What follows belongs to an exercise in optimizing a design on an open flow for small area, a short achievable clock period and few clock cycles per item; a production flow would make more cautious choices. Function was checked by simulation only, so behaviour that the tests miss may differ from the original. Power is estimated from default activity; no workload was simulated.

[config.mk]
export PLATFORM = sky130hd
export DESIGN_NAME = rational_arithmetic_unit
export DESIGN_NICKNAME = rational_arithmetic_unit
export VERILOG_FILES = /design/flow/design.v
export SDC_FILE = /design/flow/constraint.sdc
export NUM_CORES = 4
export LEC_CHECK = 0
export CAP_MARGIN = 20
export CORE_MARGIN = 2
export CORE_UTILIZATION = 40
export PLACE_DENSITY = 0.6
export SETUP_SLACK_MARGIN = 5
export SLEW_MARGIN = 20
[constraint.sdc]
create_clock -name core_clock -period 11.0 [get_ports {i_clk}]
set_input_delay 2.2000 -clock core_clock [delete_from_list [all_inputs] [get_ports {i_clk}]]
set_output_delay 2.2000 -clock core_clock [all_outputs]
set_load 0.01 [all_outputs]
[design.v]
package rau_pkg;
    localparam int DEF_WIDTH = 32;
    typedef enum logic [2:0] {
        MODE_NORM = 3'd0,
        MODE_ADD  = 3'd1,
        MODE_SUB  = 3'd2,
        MODE_MUL  = 3'd3,
        MODE_DIV  = 3'd4,
        MODE_EQ   = 3'd5,
        MODE_LT   = 3'd6,
        MODE_NONE = 3'd7
    } t_mode;
    typedef enum logic [1:0] {
        ST_OK   = 2'd0,
        ST_ZERO = 2'd1,
        ST_OVF  = 2'd2,
        ST_RSVD = 2'd3
    } t_status;
    typedef struct packed {
        logic [2:0]  mode;
        logic [31:0] a_num;
        logic [31:0] a_den;
        logic [31:0] b_num;
        logic [30:0] b_den;
    } t_in_word;
    typedef struct packed {
        logic [31:0] res_num;
        logic [30:0] res_den;
        logic        truth;
        logic [1:0]  status;
    } t_out_word;
endpackage
module rau_add #(
    parameter int W = 64
) (
    input  logic [W-1:0] i_a,
    input  logic [W-1:0] i_b,
    input  logic         i_cin,
    output logic [W-1:0] o_sum,
    output logic         o_cout
);
    logic [W-1:0] p, g, pp, gg;
    always_comb begin
        p = i_a ^ i_b;
        g = i_a & i_b;
        gg = g;
        pp = p;
        gg[0] = g[0] | (p[0] & i_cin);
        for (int d = 1; d < W; d = d * 2)
            for (int i = 2 * d - 1; i < W; i = i + 2 * d) begin
                gg[i] = gg[i] | (pp[i] & gg[i - d]);
                pp[i] = pp[i] & pp[i - d];
            end
        for (int d = W / 4; d >= 1; d = d / 2)
            for (int i = 3 * d - 1; i < W; i = i + 2 * d) begin
                gg[i] = gg[i] | (pp[i] & gg[i - d]);
                pp[i] = pp[i] & pp[i - d];
            end
        o_sum[0] = p[0] ^ i_cin;
        for (int i = 1; i < W; i++) o_sum[i] = p[i] ^ gg[i - 1];
        o_cout = gg[W - 1];
    end
endmodule
module rational_arithmetic_unit #(
    parameter int WIDTH = rau_pkg::DEF_WIDTH
) (
    input  logic        i_clk,
    input  logic        i_rst_n,
    input  logic        i_in_valid,
    output logic        o_in_ready,
    input  logic [2:0]  i_in_mode,
    input  logic [31:0] i_in_a_num,
    input  logic [31:0] i_in_a_den,
    input  logic [31:0] i_in_b_num,
    input  logic [30:0] i_in_b_den,
    output logic        o_out_valid,
    input  logic        i_out_ready,
    output logic [31:0] o_out_res_num,
    output logic [30:0] o_out_res_den,
    output logic        o_out_truth,
    output logic [1:0]  o_out_status
);
    typedef enum logic [2:0] {S_IDLE, S_MUL, S_GCD, S_ACC, S_OUT} t_state;
    t_state      r_state;
    logic        r_eq;        
    logic        r_cmp;       
    logic        r_zero;      
    logic        r_truth;
    logic        r_neg;       
    logic        r_two;       
    logic        r_seen;      
    logic        r_rdy;       
    logic [4:0]  r_cnt;
    logic [63:0] r_x, r_y;
    logic [32:0] r_a, r_b;                  
    logic [31:0] r_c, r_d;                  
    logic        r_ab, r_bb, r_cb, r_db;    
    logic [32:0] na_in, nad_in, nb_in;
    logic [32:0] va_in, vb_in;
    logic [31:0] ad_in, bm_in, bd_in;
    logic        sb_in, zero_in;
    rau_add #(.W(33)) u_na  (.i_a(~{i_in_a_num[31], i_in_a_num}), .i_b(33'd0), .i_cin(1'b1),
                              .o_sum(na_in), .o_cout());
    rau_add #(.W(33)) u_nad (.i_a(~{i_in_a_den[31], i_in_a_den}), .i_b(33'd0), .i_cin(1'b1),
                              .o_sum(nad_in), .o_cout());
    rau_add #(.W(33)) u_nb  (.i_a(~{i_in_b_num[31], i_in_b_num}), .i_b(33'd0), .i_cin(1'b1),
                              .o_sum(nb_in), .o_cout());
    assign va_in = i_in_a_den[31] ? na_in : {i_in_a_num[31], i_in_a_num};
    assign vb_in = (i_in_mode == rau_pkg::MODE_ADD) ? {i_in_b_num[31], i_in_b_num} : nb_in;
    assign ad_in = i_in_a_den[31] ? nad_in[31:0] : i_in_a_den;
    assign bm_in = i_in_b_num[31] ? nb_in[31:0] : i_in_b_num;
    assign bd_in = {1'b0, i_in_b_den};
    assign sb_in = i_in_b_num[31];
    assign zero_in = (i_in_a_den == 32'd0)
                  || (i_in_mode != rau_pkg::MODE_NORM && i_in_b_den == 31'd0)
                  || (i_in_mode == rau_pkg::MODE_DIV && i_in_b_num == 32'd0);
    logic w_load;
    assign w_load = i_in_valid && (r_state == S_IDLE || (r_state == S_OUT && i_out_ready));
    logic        w_ybit, w_dbit;
    logic [63:0] w_t1, w_t2, w_ty;
    logic [63:0] w_mx_next, w_my_next;
    logic        w_skip;
    assign w_ybit  = r_y[63];
    assign w_dbit  = r_d[31];
    assign w_t1 = (w_ybit && r_two) ? {{31{r_a[32]}}, r_a} : 64'd0;
    assign w_t2 = w_dbit ? {{31{r_b[32]}}, r_b} : 64'd0;
    assign w_ty = w_ybit ? {32'd0, r_c} : 64'd0;
    logic [63:0] w_cs_s, w_cs_c, w_x2;
    assign w_x2 = {r_x[62:0], 1'b0};
    assign w_cs_s = w_x2 ^ w_t1 ^ w_t2;
    assign w_cs_c = (w_x2 & w_t1) | (w_x2 & w_t2) | (w_t1 & w_t2);
    rau_add #(.W(64)) u_mx (.i_a(w_cs_s), .i_b({w_cs_c[62:0], 1'b0}), .i_cin(1'b0),
                            .o_sum(w_mx_next), .o_cout());
    rau_add #(.W(64)) u_my (.i_a({r_y[62:0], 1'b0}), .i_b(w_ty), .i_cin(1'b0),
                            .o_sum(w_my_next), .o_cout());
    assign w_skip = !r_seen && (r_cnt[4:2] != 3'd0) && (r_y[63:60] == 4'd0) && (r_d[31:28] == 4'd0);
    logic        w_zx, w_eq, w_negx;
    logic [64:0] w_dxy, w_dyx;
    logic [63:0] w_yop;
    logic        w_cxy, w_cyx;
    assign w_zx   = (r_x == 64'd0);
    assign w_eq   = w_sub_x && (w_dxy[63:0] == 64'd0);    
    assign w_negx = r_x[63];
    assign w_yop  = w_negx ? 64'd0 : r_y;
    rau_add #(.W(64)) u_dxy (.i_a(r_x), .i_b(~r_y), .i_cin(1'b1), .o_sum(w_dxy[63:0]), .o_cout(w_cxy));
    rau_add #(.W(64)) u_dyx (.i_a(w_yop), .i_b(~r_x), .i_cin(1'b1), .o_sum(w_dyx[63:0]), .o_cout(w_cyx));
    assign w_dxy[64] = !w_cxy;
    assign w_dyx[64] = !w_cyx;
    logic [33:0] w_apb;
    logic [32:0] w_cpd;
    logic        w_apb_big;
    rau_add #(.W(34)) u_apb (.i_a({r_a[32], r_a}), .i_b({r_b[32], r_b}), .i_cin(1'b0),
                             .o_sum(w_apb), .o_cout());
    assign w_apb_big = r_ab || r_bb || (w_apb[33] != w_apb[32]);
    rau_add #(.W(32)) u_cpd (.i_a(r_c), .i_b(r_d), .i_cin(1'b0), .o_sum(w_cpd[31:0]), .o_cout(w_cpd[32]));
    logic [63:0] g_x, g_y;
    logic [32:0] g_a, g_b;
    logic [31:0] g_c, g_d;
    logic        g_ab, g_bb, g_cb, g_db;
    logic        w_sub_x, w_sub_y, w_two_x, w_two_y, w_xside, w_both;
    logic [63:0] w_xpre, w_ypre, w_xsh, w_ysh;
    logic [32:0] w_ash, w_bsh;
    logic [31:0] w_csh, w_dsh;
    logic        w_absh, w_bbsh, w_cbsh, w_dbsh;
    assign w_sub_x = r_x[0] && r_y[0] && !w_dxy[64];
    assign w_sub_y = r_x[0] && r_y[0] && w_dxy[64];
    assign w_both  = !r_x[0] && !r_y[0];                  
    assign w_xside = w_sub_x || !r_x[0];
    assign w_two_x = w_sub_x ? !w_dxy[1] : w_both ? (!r_x[1] && !r_y[1]) : !r_x[1];
    assign w_two_y = w_sub_y ? !w_dyx[1] : w_both ? (!r_x[1] && !r_y[1]) : !r_y[1];
    assign w_xpre = w_sub_x ? w_dxy[63:0] : r_x;
    assign w_ypre = w_sub_y ? w_dyx[63:0] : r_y;
    assign w_xsh = w_two_x ? {2'b0, w_xpre[63:2]} : {1'b0, w_xpre[63:1]};
    assign w_ysh = w_two_y ? {2'b0, w_ypre[63:2]} : {1'b0, w_ypre[63:1]};
    assign w_ash  = w_two_x ? {r_a[30:0], 2'b0} : {r_a[31:0], 1'b0};
    assign w_absh = r_ab | (r_a[32] != r_a[31]) | (w_two_x && (r_a[32] != r_a[30]));
    assign w_csh  = w_two_x ? {r_c[29:0], 2'b0} : {r_c[30:0], 1'b0};
    assign w_cbsh = r_cb | r_c[31] | (w_two_x && r_c[30]);
    assign w_bsh  = w_two_y ? {r_b[30:0], 2'b0} : {r_b[31:0], 1'b0};
    assign w_bbsh = r_bb | (r_b[32] != r_b[31]) | (w_two_y && (r_b[32] != r_b[30]));
    assign w_dsh  = w_two_y ? {r_d[29:0], 2'b0} : {r_d[30:0], 1'b0};
    assign w_dbsh = r_db | r_d[31] | (w_two_y && r_d[30]);
    always_comb begin
        g_x = r_x; g_y = r_y;
        g_a = r_a; g_b = r_b; g_c = r_c; g_d = r_d;
        g_ab = r_ab; g_bb = r_bb; g_cb = r_cb; g_db = r_db;
        if (w_negx) begin
            g_x = w_dyx[63:0];
            g_a = r_a[32] ? 33'd1 : '1;
        end else if (w_zx) begin
        end else if (w_both) begin
            g_x = w_xsh;
            g_y = w_ysh;
        end else if (w_xside) begin
            g_x = w_xsh;
            g_a = w_ash; g_ab = w_absh;
            g_c = w_csh; g_cb = w_cbsh;
            if (w_sub_x) begin
                g_b = w_apb[32:0]; g_bb = w_apb_big;
                g_d = w_cpd[31:0]; g_db = r_cb | r_db | w_cpd[32];
            end
        end else begin
            g_y = w_ysh;
            g_b = w_bsh; g_bb = w_bbsh;
            g_d = w_dsh; g_db = w_dbsh;
            if (w_sub_y) begin
                g_a = w_apb[32:0]; g_ab = w_apb_big;
                g_c = w_cpd[31:0]; g_cb = r_cb | r_db | w_cpd[32];
            end
        end
    end
    logic        w_ovf;
    assign w_ovf = r_bb || r_db || r_d[31] || (r_b[32] != r_b[31]);
    assign o_in_ready    = r_rdy;
    assign o_out_valid   = (r_state == S_OUT);
    assign o_out_res_num = w_ovf ? 32'd0 : r_b[31:0];
    assign o_out_res_den = w_ovf ? 31'd1 : r_d[30:0];
    assign o_out_truth   = r_truth;
    assign o_out_status  = w_ovf ? rau_pkg::ST_OVF : r_zero ? rau_pkg::ST_ZERO : rau_pkg::ST_OK;
    always_ff @(posedge i_clk) begin
        if (!i_rst_n) begin
            r_state <= S_IDLE;
            r_rdy   <= 1'b0;
        end else begin
            r_rdy <= w_load;
            if (w_load) begin
                r_eq    <= (i_in_mode == rau_pkg::MODE_EQ);
                r_cmp   <= (i_in_mode == rau_pkg::MODE_EQ || i_in_mode == rau_pkg::MODE_LT);
                r_zero  <= 1'b0;
                r_truth <= 1'b0;
                r_cnt   <= 5'd31;
                r_seen  <= 1'b0;
                r_x     <= 64'd0;
                r_y     <= {bd_in, 32'd0};
                r_neg   <= 1'b0;
                r_two   <= 1'b1;
                r_ab <= 1'b0; r_bb <= 1'b0; r_cb <= 1'b0; r_db <= 1'b0;
                r_a <= va_in; r_b <= vb_in; r_c <= ad_in; r_d <= ad_in;
                r_state <= S_MUL;
                if (i_in_mode == rau_pkg::MODE_NONE || zero_in) begin
                    r_zero <= (i_in_mode != rau_pkg::MODE_NONE);
                    r_cmp  <= 1'b0;
                    r_b <= 33'd0; r_d <= 32'd1;
                    r_state <= S_ACC;
                end else begin
                    unique case (i_in_mode)
                        rau_pkg::MODE_NORM: begin
                            r_x <= {{31{va_in[32]}}, va_in};
                            r_y <= {32'd0, ad_in};
                            r_a <= 33'd1; r_b <= 33'd0; r_c <= 32'd0; r_d <= 32'd1;
                            r_state <= S_GCD;
                        end
                        rau_pkg::MODE_MUL: begin
                            r_two <= 1'b0; r_neg <= sb_in;
                            r_b <= va_in; r_d <= bm_in;
                        end
                        rau_pkg::MODE_DIV: begin
                            r_two <= 1'b0; r_neg <= sb_in;
                            r_b <= va_in; r_d <= bd_in;
                            r_y <= {bm_in, 32'd0};
                        end
                        default: ;  
                    endcase
                end
            end else begin
                unique case (r_state)
                    S_IDLE: ;
                    S_MUL: begin
                        if (w_skip) begin
                            r_cnt <= r_cnt - 5'd4;
                            r_y <= {r_y[59:0], 4'd0};
                            r_d <= {r_d[27:0], 4'd0};
                        end else begin
                            r_x <= w_mx_next;
                            r_y <= w_my_next;
                            r_d <= {r_d[30:0], 1'b0};
                            r_seen <= r_seen | w_ybit | w_dbit;
                            r_cnt <= r_cnt - 5'd1;
                            if (r_cnt == 5'd0) begin
                                r_a <= r_neg ? '1 : 33'd1;
                                r_b <= 33'd0; r_c <= 32'd0; r_d <= 32'd1;
                                r_state <= r_cmp ? S_ACC : S_GCD;
                            end
                        end
                    end
                    S_GCD: begin
                        r_x <= g_x; r_y <= g_y;
                        r_a <= g_a; r_b <= g_b; r_c <= g_c; r_d <= g_d;
                        r_ab <= g_ab; r_bb <= g_bb; r_cb <= g_cb; r_db <= g_db;
                        if (!w_negx && (w_zx || w_eq)) r_state <= S_OUT;
                    end
                    S_ACC: begin
                        if (r_cmp) r_truth <= r_eq ? w_zx : w_negx;
                        r_state <= S_OUT;
                    end
                    S_OUT: if (i_out_ready) r_state <= S_IDLE;
                    default: r_state <= S_IDLE;
                endcase
            end
        end
    end
endmodule
[run.sh]
#!/bin/bash
# synth_recipe.tcl (not shown) runs the flow's synth.tcl, then flattens the netlist and writes it again
# the make line also repeats each setting of config.mk as NAME=value (left out here)
make -C /OpenROAD-flow-scripts/flow DESIGN_CONFIG=/design/flow/config.mk WORK_HOME=/design/flow/orfs CLKGATE_MAP_FILE= SYNTH_SCRIPT=/design/flow/synth_recipe.tcl finish
==> results of run 1 <==
[per-stage QoR]
| step | std cells | area [µm²] |
|---|---|---|
| floorplan | 4816 | 39800 |
| global placement | 6078 | 42900 |
| detailed placement | 6078 | 43000 |
| CTS | 6161 | 44500 |
| global route | 6182 | 44900 |
| finish | 6193 | 44900 |
[state kept, by name, summed over array words and instances, names as in the netlist, 3 cells and up]
name,count
r_y,64
r_c,32
r_b,33
r_cnt,5
r_x,64
r_a,33
r_d,32
r_state,3
[timing repair]
item | in CTS | in global routing
endpoints found under the setup margin | 140 | 193
buffers inserted | 8 | 20
pin swaps | 2 | 8
gates resized for setup | 21 | 44
cloned | 1 | 0
[cells by family (layout without fill, tap and decap cells)]
group | after synthesis | count (layout) | synth area share [%]
buffers and inverters | 656 | 733 | 6.44
adders and majority gates | 557 | 557 | 21.4
and+or+nand+nor | 1358 | 1359 | 15.9
AOI/OAI and AO/OA | 1609 | 1609 | 27.0
other | 0 | 12 | 0
xor gates and xnor gates | 220 | 220 | 4.85
DFF | 278 | 278 | 20.9
muxes | 138 | 138 | 3.47
[cell usage after synthesis (33+ instances only)]
cell and number:
o221ai_1 79, o22ai_1 79, nor3_1 46, nand2_1 431
a221o_1 45, nor4_1 45, mux2i_1 138, edfxtp_1 274
nand3_1 83, nand4_1 52, xor2_1 71, a21o_1 137
buf_1 33, inv_1 344, o21ai_0 349, ha_1 352
nor2b_1 47, and2_1 101, a21oi_1 357, nor2_1 404
and3_1 53, o211ai_1 127, a22oi_1 37, a211oi_1 70
xnor2_1 149, clkbuf_1 234, o2bb2ai_1 42, nand2b_1 45
fa_1 205
[final timing paths]
path	from	end	slack (ps)	cells past startpoint
max	i_in_a_num[0]	r_b[28]	5110	16
min	r_eq	r_truth	620	2
max reg2reg	r_y[18]	r_state[1]	5120	20
min reg2reg	r_eq	r_truth	620	2
[per-layer routing]
| metal | up-vias | track usage [%] | routed length [µm] |
|---|---|---|---|
| li1 | 17800 | - | - |
| met1 | 20200 | 47.3 | 73500 |
| met2 | 2995 | 53.8 | 80900 |
| met3 | 608 | 11.6 | 24700 |
| met4 | 28 | 21.3 | 13500 |
| met5 | - | 0 | 194 |
[layout make-up]
cell class | count | share of cell area [%]
tap | 1287 | 3.58
clock inverter | 16 | 0.418
sequential | 278 | 18.5
inverter | 349 | 2.94
clock buffer | 58 | 2.56
multi-input combinational | 3883 | 65.6
timing repair buffer | 310 | 6.35
antenna | 12 | 0.0668
[critical path, delay by kind of cell]
family | cells | cell delay (ps)
AND/OR/NAND/NOR | 5 | 1260
buffers and inverters | 4 | 960
AO/OA/AOI/OAI | 4 | 760
multiplexers | 1 | 640
adder cells (fa/ha/maj) | 2 | 420
[report_power, final]
group / internal [mW] / switching [mW] / total [mW]
Sequential: 1.57 / 0.498 / 2.07
Combinational: 2.71 / 4.70 / 7.41
Clock: 0.802 / 0.602 / 1.40
==> results by group, run 1 <==
Route
  • Iteration-0 DRC count of the detailed router: 5766
  • Drt drc: 0
  • Vias per cell: 6.73
  • Post-route ant nets: 0
  • Total number of vias: 41700
  • Drt pass-1 iters: 9
  • Routed wire length: 193000 µm
  • Wire length per cell: 31.1 µm

Clocking
  • CTS tree: built
  • CTS buffer count: 41
  • Num Clock Sinks: 278
  • CTS max path bufs: 3
  • CTS Hold Bufs: 0
  • CTS root buf: clkbuf_16
  • Clk Latency, worst-skew pair: 660 ps
  • H-tree depth: 2
  • Worst-path clk slew: 60 ps

Synthesis
  • Syn avg cell area: 8.26 µm²
  • Synth unique cells: 91
  • Post-Syn Instances: 4816
  • Synthesis Warnings: 5
  • Synthesized Nets: 5507
  • Synthesized cell area: 39800 µm²
  • Synth top area cells: edfxtp_1 21%, ha_1 11%, fa_1 10%
  • EDFF count, synth: 274
  • Sequential area share after synthesis: 20.9%
  • Prevailing post-synth register cell: edfxtp_1
  • Synthesis-stage register bit count: 278
  • Largest area contributor in the netlist: edfxtp_1
  • Post-synth ARST share: 0%
  • Top cell type's share of synthesized area: 20.7%

STA
  • Setup TNS: 0 ps
  • RSZ-0062 raised after global routing: false
  • Final Hold Vio Count: 0
  • Worst clock skew: 52.7 ps
  • Hold WS: 620 ps
  • Relative slew slack: 18.8%
  • Minimum clock period after layout: 5890 ps
  • Final setup margin: 5110 ps
  • Final slew viol count: 0
  • Final Cycle Share: 53.5%
  • Worst Tran Pin Value: 1180 ps
  • Setup Viol. Count Final: 0
  • Fmax: 170 MHz

Global route
  • Global-route wire length before repair: 276000 µm
  • Global Route Usage Sum: 36.7%
  • Largest net degree at the start of global routing: 104
  • Antenna violations before repair: 22
  • Vias in the first global route: 39100
  • GRT overflow: 0

Critical path
  • CP startpoint kind: primary input
  • WP data required: 11340 ps
  • Worst Setup End Kind: register
  • Critical path type: primary input to register
  • CP arrival: 6230 ps
  • Slowest-stage cell, CP: mux2i_1
  • Worst path cell trace: clkdlybuf4s50_1, inv_1, ha_1, nor3b_2, nand4_1, buf_4, and4b_1, nand4_1, or3_1, inv_1, ha_1, mux2i_1, o21ai_0, a221oi_1, o22a_1, o21ai_0
  • CP Max Fanout: 5
  • Delay of the slowest critical-path stage: 640 ps

Floorplan
  • Die width: 319 µm
  • Die area: 102000 µm²
  • Top-level port count: 202
  • Initial Utilization: 40.4%
  • FP Rows: 115
  • Die H: 319 µm
  • Core Area: 98400 µm²

Worst hold path
  • Class of the worst hold path: register to register

Layout
  • Area growth from synthesis to layout: 13.0%
  • Multi-input gate area: 29500 µm²
  • Most frequent cells in the layout: 424 x nand2_1, 395 x nor2_1, 352 x ha_1
  • Final Net Count: 5554
  • # fillers: 9847
  • Most common cell after layout, fill and taps aside: nand2_1
  • Reg area: 8310 µm²
  • Util after Layout: 45.6%
  • Layout cell share with drive strength beyond 1: 6.38%

Power and ir drop
  • Power Total: 10.9 mW
  • Lkg Pwr: 19.2 nW
  • Power density over cell area: 242 nW/µm²
  • Peak VDD IR: 0.139 mV

Placement
  • GP Congestion: 1.02
  • Post-DP HPWL: 146000 µm
  • Place WS: 3980 ps
  • Port Buf Inserts: 201

Status
  • Status: complete, no violations

Job
  • MaxCap Viol Count: 0
Testbench counts, summed over its fixed seeds: cycles 106,843, items 2,400.
==> inputs of run 2 (changes only) <==
--- a/design.v
+++ b/design.v
@@ -94,6 +94,7 @@
     logic [63:0] r_x, r_y;
     logic [32:0] r_a, r_b;                  
     logic [31:0] r_c, r_d;                  
+    logic [31:0] r_e;                       
     logic        r_ab, r_bb, r_cb, r_db;    
     logic [32:0] na_in, nad_in, nb_in;
     logic [32:0] va_in, vb_in;
@@ -114,26 +115,52 @@
     assign zero_in = (i_in_a_den == 32'd0)
                   || (i_in_mode != rau_pkg::MODE_NORM && i_in_b_den == 31'd0)
                   || (i_in_mode == rau_pkg::MODE_DIV && i_in_b_num == 32'd0);
+    logic za_in, zb_in, sa_in, cmp_dec_in, cmp_truth_in;
+    assign za_in = (i_in_a_num == 32'd0);
+    assign zb_in = (i_in_b_num == 32'd0);
+    assign sa_in = i_in_a_num[31] ^ i_in_a_den[31];
+    assign cmp_dec_in = za_in || zb_in || (sa_in != sb_in);
+    assign cmp_truth_in = (i_in_mode == rau_pkg::MODE_EQ) ? (za_in && zb_in)
+                        : za_in ? (!zb_in && !sb_in) : sa_in;
     logic w_load;
     assign w_load = i_in_valid && (r_state == S_IDLE || (r_state == S_OUT && i_out_ready));
-    logic        w_ybit, w_dbit;
+    logic        w_first;
+    assign w_first = r_cnt[4];
+    function automatic logic [64:0] booth(input logic [2:0] bits, input logic first,
+                                          input logic [33:0] m2);
+        logic neg, one, two;
+        logic [63:0] t;
+        if (first) begin
+            neg = 1'b0; one = bits[2]; two = 1'b0;
+        end else begin
+            neg = bits[2];
+            one = bits[1] ^ bits[0];
+            two = (bits[2] & !bits[1] & !bits[0]) | (!bits[2] & bits[1] & bits[0]);
+        end
+        t = one ? {{31{m2[32]}}, m2[32:0]} : two ? {{30{m2[33]}}, m2[32:0], 1'b0} : 64'd0;
+        booth = {neg, t ^ {64{neg}}};
+    endfunction
+    logic [64:0] w_ba, w_bb, w_bc;
     logic [63:0] w_t1, w_t2, w_ty;
+    logic        w_n1, w_n2, w_ny;
     logic [63:0] w_mx_next, w_my_next;
     logic        w_skip;
-    assign w_ybit  = r_y[63];
-    assign w_dbit  = r_d[31];
-    assign w_t1 = (w_ybit && r_two) ? {{31{r_a[32]}}, r_a} : 64'd0;
-    assign w_t2 = w_dbit ? {{31{r_b[32]}}, r_b} : 64'd0;
-    assign w_ty = w_ybit ? {32'd0, r_c} : 64'd0;
-    logic [63:0] w_cs_s, w_cs_c, w_x2;
-    assign w_x2 = {r_x[62:0], 1'b0};
-    assign w_cs_s = w_x2 ^ w_t1 ^ w_t2;
-    assign w_cs_c = (w_x2 & w_t1) | (w_x2 & w_t2) | (w_t1 & w_t2);
+    assign w_ba = booth(r_two ? r_e[31:29] : 3'b000, w_first, {r_a[32], r_a});
+    assign w_bb = booth(r_d[31:29], w_first, {r_b[32], r_b});
+    assign w_bc = booth(r_e[31:29], w_first, {2'b00, r_c});
+    assign {w_n1, w_t1} = w_ba;
+    assign {w_n2, w_t2} = w_bb;
+    assign {w_ny, w_ty} = w_bc;
+    logic [63:0] w_cs_s, w_cs_c, w_x4;
+    assign w_x4 = w_first ? {62'd0, w_n1 & w_n2, w_n1 ^ w_n2}
+                          : {r_x[61:0], w_n1 & w_n2, w_n1 ^ w_n2};
+    assign w_cs_s = w_x4 ^ w_t1 ^ w_t2;
+    assign w_cs_c = (w_x4 & w_t1) | (w_x4 & w_t2) | (w_t1 & w_t2);
     rau_add #(.W(64)) u_mx (.i_a(w_cs_s), .i_b({w_cs_c[62:0], 1'b0}), .i_cin(1'b0),
                             .o_sum(w_mx_next), .o_cout());
-    rau_add #(.W(64)) u_my (.i_a({r_y[62:0], 1'b0}), .i_b(w_ty), .i_cin(1'b0),
+    rau_add #(.W(64)) u_my (.i_a(w_first ? 64'd0 : {r_y[61:0], 2'b00}), .i_b(w_ty), .i_cin(w_ny),
                             .o_sum(w_my_next), .o_cout());
-    assign w_skip = !r_seen && (r_cnt[4:2] != 3'd0) && (r_y[63:60] == 4'd0) && (r_d[31:28] == 4'd0);
+    assign w_skip = !r_seen && (r_cnt[4:1] != 4'd0) && (r_e[31:27] == 5'd0) && (r_d[31:27] == 5'd0);
     logic        w_zx, w_eq, w_negx;
     logic [64:0] w_dxy, w_dyx;
     logic [63:0] w_yop;
@@ -209,6 +236,9 @@
             end
         end
     end
+    logic        w_early;
+    assign w_early = r_ab || r_bb || r_cb || r_db || r_c[31] || r_d[31]
+                  || (r_a[32] != r_a[31]) || (r_b[32] != r_b[31]);
     logic        w_ovf;
     assign w_ovf = r_bb || r_db || r_d[31] || (r_b[32] != r_b[31]);
     assign o_in_ready    = r_rdy;
@@ -228,17 +258,21 @@
                 r_cmp   <= (i_in_mode == rau_pkg::MODE_EQ || i_in_mode == rau_pkg::MODE_LT);
                 r_zero  <= 1'b0;
                 r_truth <= 1'b0;
-                r_cnt   <= 5'd31;
+                r_cnt   <= 5'd16;
                 r_seen  <= 1'b0;
                 r_x     <= 64'd0;
-                r_y     <= {bd_in, 32'd0};
+                r_y     <= 64'd0;
+                r_e     <= bd_in;
                 r_neg   <= 1'b0;
                 r_two   <= 1'b1;
                 r_ab <= 1'b0; r_bb <= 1'b0; r_cb <= 1'b0; r_db <= 1'b0;
                 r_a <= va_in; r_b <= vb_in; r_c <= ad_in; r_d <= ad_in;
                 r_state <= S_MUL;
-                if (i_in_mode == rau_pkg::MODE_NONE || zero_in) begin
-                    r_zero <= (i_in_mode != rau_pkg::MODE_NONE);
+                if (i_in_mode == rau_pkg::MODE_NONE || zero_in
+                    || ((i_in_mode == rau_pkg::MODE_EQ || i_in_mode == rau_pkg::MODE_LT)
+                        && cmp_dec_in)) begin
+                    r_zero <= zero_in && (i_in_mode != rau_pkg::MODE_NONE);
+                    r_truth <= !zero_in && (i_in_mode != rau_pkg::MODE_NONE) && cmp_truth_in;
                     r_cmp  <= 1'b0;
                     r_b <= 33'd0; r_d <= 32'd1;
                     r_state <= S_ACC;
@@ -247,6 +281,7 @@
                         rau_pkg::MODE_NORM: begin
                             r_x <= {{31{va_in[32]}}, va_in};
                             r_y <= {32'd0, ad_in};
+                            r_e <= 32'd0;
                             r_a <= 33'd1; r_b <= 33'd0; r_c <= 32'd0; r_d <= 32'd1;
                             r_state <= S_GCD;
                         end
@@ -257,7 +292,7 @@
                         rau_pkg::MODE_DIV: begin
                             r_two <= 1'b0; r_neg <= sb_in;
                             r_b <= va_in; r_d <= bd_in;
-                            r_y <= {bm_in, 32'd0};
+                            r_e <= bm_in;
                         end
                         default: ;  
                     endcase
@@ -267,14 +302,17 @@
                     S_IDLE: ;
                     S_MUL: begin
                         if (w_skip) begin
-                            r_cnt <= r_cnt - 5'd4;
-                            r_y <= {r_y[59:0], 4'd0};
+                            r_cnt <= w_first ? 5'd13 : r_cnt - 5'd2;
+                            r_e <= {r_e[27:0], 4'd0};
                             r_d <= {r_d[27:0], 4'd0};
                         end else begin
                             r_x <= w_mx_next;
                             r_y <= w_my_next;
-                            r_d <= {r_d[30:0], 1'b0};
-                            r_seen <= r_seen | w_ybit | w_dbit;
+                            if (!w_first) begin
+                                r_e <= {r_e[29:0], 2'd0};
+                                r_d <= {r_d[29:0], 2'd0};
+                            end
+                            r_seen <= 1'b1;
                             r_cnt <= r_cnt - 5'd1;
                             if (r_cnt == 5'd0) begin
                                 r_a <= r_neg ? '1 : 33'd1;
@@ -288,6 +326,12 @@
                         r_a <= g_a; r_b <= g_b; r_c <= g_c; r_d <= g_d;
                         r_ab <= g_ab; r_bb <= g_bb; r_cb <= g_cb; r_db <= g_db;
                         if (!w_negx && (w_zx || w_eq)) r_state <= S_OUT;
+                        if (!w_negx && !w_zx && w_early) begin
+                            r_x <= r_x; r_y <= r_y;
+                            r_a <= r_a; r_b <= r_b; r_c <= r_c; r_d <= r_d;
+                            r_ab <= r_ab; r_bb <= 1'b1; r_cb <= r_cb; r_db <= r_db;
+                            r_state <= S_OUT;
+                        end
                     end
                     S_ACC: begin
                         if (r_cmp) r_truth <= r_eq ? w_zx : w_negx;
--- a/config.mk
+++ b/config.mk
@@ -5,6 +5,7 @@
 export SDC_FILE = /design/flow/constraint.sdc
 export NUM_CORES = 4
 export LEC_CHECK = 0
+export ABC_AREA = 1
 export CAP_MARGIN = 20
 export CORE_MARGIN = 2
 export CORE_UTILIZATION = 40
==> results by group, run 2 <==
Status
  • Status: complete, no violations (unchanged)

Floorplan
  • Top-level port count: 202 (unchanged)
  • Initial Utilization: 40.3% (was 40.4%)
  • Die area: 110000 µm² (was 102000 µm²)
  • Die H: 332 µm (was 319 µm)
  • Core Area: 107000 µm² (was 98400 µm²)
  • FP Rows: 120 (was 115)
  • Die width: 332 µm (was 319 µm)

Route
  • Drt drc: 0 (unchanged)
  • Drt pass-1 iters: 6 (was 9)
  • Routed wire length: 179000 µm (was 193000 µm)
  • Total number of vias: 43800 (was 41700)
  • Wire length per cell: 23.7 µm (was 31.1 µm)
  • Post-route ant nets: 0 (unchanged)
  • Iteration-0 DRC count of the detailed router: 4782 (was 5766)
  • Vias per cell: 5.78 (was 6.73)

Critical path
  • CP Max Fanout: 82 (was 5)
  • Cells on worst reg2reg path: 22 (was 20)
  • RR Startpoint: r_x[0] (was r_y[18])
  • Critical path type: register to register (was primary input to register)
  • CP startpoint kind: register (was primary input)
  • Worst Setup End Kind: register (unchanged)
  • Worst R2R End: r_d[11] (was r_state[1])
  • CP arrival: 6230 ps (about the same)
  • Flop-to-flop setup slack: 5180 ps (was 5120 ps)
  • WP data required: 11410 ps (was 11340 ps)

Global route
  • GR peak layer: met2 (unchanged)
  • GRT overflow: 0 (unchanged)
  • Global-route wire length before repair: 265000 µm (was 276000 µm)
  • Vias in the first global route: 42000 (was 39100)
  • Global Route Usage Sum: 31.4% (was 36.7%)
  • Antenna violations before repair: 1 (was 22)
  • M3 GR Usage: 4.88% (was 11.6%)
  • Largest net degree at the start of global routing: 83 (was 104)
  • GRT met1 Usage: 40.1% (was 47.3%)
  • Met2 Use GR: 51.4% (was 53.8%)

STA
  • Minimum clock period after layout: 5820 ps (was 5890 ps)
  • Fmax: 172 MHz (was 170 MHz)
  • Worst clock skew: 36.4 ps (was 52.7 ps)
  • Setup TNS: 0 ps (unchanged)
  • Final setup margin: 5180 ps (was 5110 ps)
  • RSZ-0062 raised after global routing: true (was false)
  • Hold WS: 616 ps (was 620 ps)
  • Final slew viol count: 0 (unchanged)
  • Relative slew slack: 14.3% (was 18.8%)
  • Setup Viol. Count Final: 0 (unchanged)
  • Final Cycle Share: 52.9% (was 53.5%)
  • Final Hold Vio Count: 0 (unchanged)
  • Worst Tran Pin Value: 1270 ps (was 1180 ps)

Layout
  • Most common cell after layout, fill and taps aside: nand2_1 (unchanged)
  • Layout cell share with drive strength beyond 1: 5.12% (was 6.38%)
  • # fillers: 11000 (was 9847)
  • Reg area: 9270 µm² (was 8310 µm²)
  • Final Net Count: 6864 (was 5554)
  • Area growth from synthesis to layout: 12.1% (was 13.0%)
  • Util after Layout: 45.2% (was 45.6%)
  • Multi-input gate area: 30200 µm² (was 29500 µm²)
  • Post-route cell area: 48300 µm² (was 44900 µm²)
  • Non-Filler Instances: 7577 (was 6193)
  • Most frequent cells in the layout: 1576 x nand2_1, 653 x inv_1, 547 x nand3_1 (was 424 x nand2_1, 395 x nor2_1, 352 x ha_1)
  • Top Registers: r_x: 64 flops, r_y: 64 flops (unchanged)

Synthesis
  • Sequential area share after synthesis: 21.5% (was 20.9%)
  • Top cells by count, synth: 1581 x nand2_1, 660 x inv_1, 547 x nand3_1 (was 431 x nand2_1, 404 x nor2_1, 357 x a21oi_1)
  • Synthesis Warnings: 5 (unchanged)
  • Prevailing post-synth register cell: edfxtp_1 (unchanged)
  • Synthesized cell area: 43100 µm² (was 39800 µm²)
  • Synth top area cells: edfxtp_1 21%, nand2_1 14%, ha_1 11% (was edfxtp_1 21%, ha_1 11%, fa_1 10%)
  • Syn avg cell area: 7.08 µm² (was 8.26 µm²)
  • EDFF count, synth: 306 (was 274)
  • Synth unique cells: 66 (was 91)
  • Synthesis-stage register bit count: 310 (was 278)
  • Post-synth ARST share: 0% (unchanged)
  • Count leader, synth: nand2_1 (unchanged)
  • Top cell type's share of synthesized area: 21.3% (was 20.7%)
  • Post-Syn Instances: 6085 (was 4816)
  • Synthesized Nets: 6810 (was 5507)
  • Largest area contributor in the netlist: edfxtp_1 (unchanged)

Power and ir drop
  • Power density over cell area: 379 nW/µm² (was 242 nW/µm²)
  • Power Total: 18.3 mW (was 10.9 mW)
  • Peak VDD IR: 0.225 mV (was 0.139 mV)
  • Lkg Pwr: 21.8 nW (was 19.2 nW)

Clocking
  • Worst-path clk slew: 60 ps (about the same)
  • Num Clock Sinks: 310 (was 278)
  • CTS tree: built (unchanged)
  • CTS root buf: clkbuf_16 (unchanged)
  • Clk Latency, worst-skew pair: 670 ps (was 660 ps)
  • H-tree depth: 2 (unchanged)
  • CTS max path bufs: 3 (unchanged)
  • CTS buffer count: 45 (was 41)

Placement
  • Placed Instances: 7461 (was 6078)
  • Port Buf Inserts: 201 (unchanged)
  • Post-DP HPWL: 135000 µm (was 146000 µm)
  • Area of placed instances: 46200 µm² (was 43000 µm²)
  • GP Congestion: 1.01 (was 1.02)
  • Place WS: 3690 ps (was 3980 ps)

Job
  • MaxCap Viol Count: 0 (unchanged)

Worst hold path
  • Class of the worst hold path: register to register (unchanged)
  • Worst Hold Path EP: r_state[2] (was r_truth)
  • Hold Path Depth: 3 (was 2)
  • Critical hold path startpoint: r_state[1] (was r_eq)
-- run 2: power breakdown --
part           switching (mW)  internal, mW  total, mW
Clock                   0.678         0.847       1.52
Sequential              0.550          2.19       2.74
Combinational            9.14          4.90       14.0
-- run 2: logic make-up (layout without fill, tap and decap cells) --
logic type,after synthesis,after routing,share of synthesized area (%)
other cells,0,1,0
simple gates,2872,2874,28.2
buf+inv,986,1072,9.15
xor+xnor,302,302,6.14
compound gates,1024,1024,14.0
flops,310,310,21.5
fa+ha+maj,591,591,21.0
-- run 2: how the worst max path moves through the flow --
stage                  start      end  slack [ps]  cells past startpoint
floorplan           r_cnt[4]  r_x[63]        5100                     27
global placement    r_cnt[4]  r_x[63]        3780                     29
detailed placement  r_cnt[4]  r_x[63]        3690                     29
CTS                  r_e[29]  r_x[63]        5000                     29
global route         r_d[30]  r_x[63]        4910                     32
finish                r_x[0]  r_d[11]        5180                     22
-- run 2: cell type report --
cell class,instances,area share (%)
multi-input combinational,4791,62.5
tap,1403,3.63
inverter,683,5.33
clock inverter,30,0.614
timing repair buffer,308,6.37
clock buffer,51,2.38
antenna,1,0.00518
sequential,310,19.2
-- run 2: routing by layer --
metal | wire length [µm] | vias to the layer above
met1 | 71900 | 20900
met5 | 13 | -
li1 | - | 20400
met2 | 81900 | 2101
met4 | 10500 | 2
met3 | 15000 | 387
-- run 2: worst max-delay path: stages (launching register included) --
cell and delay (ps):
edfxtp_1 510, inv_1 190, ha_1 240, inv_1 60, fa_1 220, nand2_1 70, nand2_1 100, nand3_1 90
nand2_2 150, nand2_2 80, nand2_4 100, nand2_2 70, nand2_4 150, nand2_4 120, nand2_8 120, nand2_8 320
nand2_2 150, buf_4 620, nand2_2 710, inv_2 960, nand2_1 150, nand3_1 150, nand2_1 60
-- run 2: repair_timing --
item / 4_1_cts / 5_1_grt
setup buffers: 10 / 14
gates cloned: 4 / 5
pin swaps: 4 / 7
resized for setup: 29 / 45
endpoints found under the setup margin: 64 / 78
hold buffers: 0 / 0
Testbench counts of run 2, summed over its fixed seeds: cycles 65,503, items 2,400.

[separate check: timing with driven ports]
Ports are ideal in the flow. The routed layouts listed here were re-timed in OpenROAD. Step 1 sets driving cells, clkbuf_16 on the clock port and buf_2 on the other inputs (assumed; they add their load-dependent delay and slew). Step 2 adds t to the input delays and takes it off the output delays; t is the mean of the earliest and latest rising clock arrival at the registers after step 1. Input paths then give back, and output paths get back, about the clock's delay inside the block. a / b / c = ideal ports / drivers / drivers and shift; a / b = the first two.
| run | t, ns | setup WS [ns] | worst setup path at the end | worst data-port slew with drivers (ns) | cell pins on the clock port's net |
|---|---|---|---|---|---|
| run 1 | 0.704 | 5.111 / 5.118 / 4.447 | input to register | 0.07 | 1 |
| run 2 | 0.735 | 5.179 / 5.161 / 4.530 | input to register | 0.07 | 1 |
After both steps setup and hold are still met in every run listed. For run 1, which loses most, drivers alone change the setup slack by +0.007 ns; drivers and shift together by -0.664 ns.
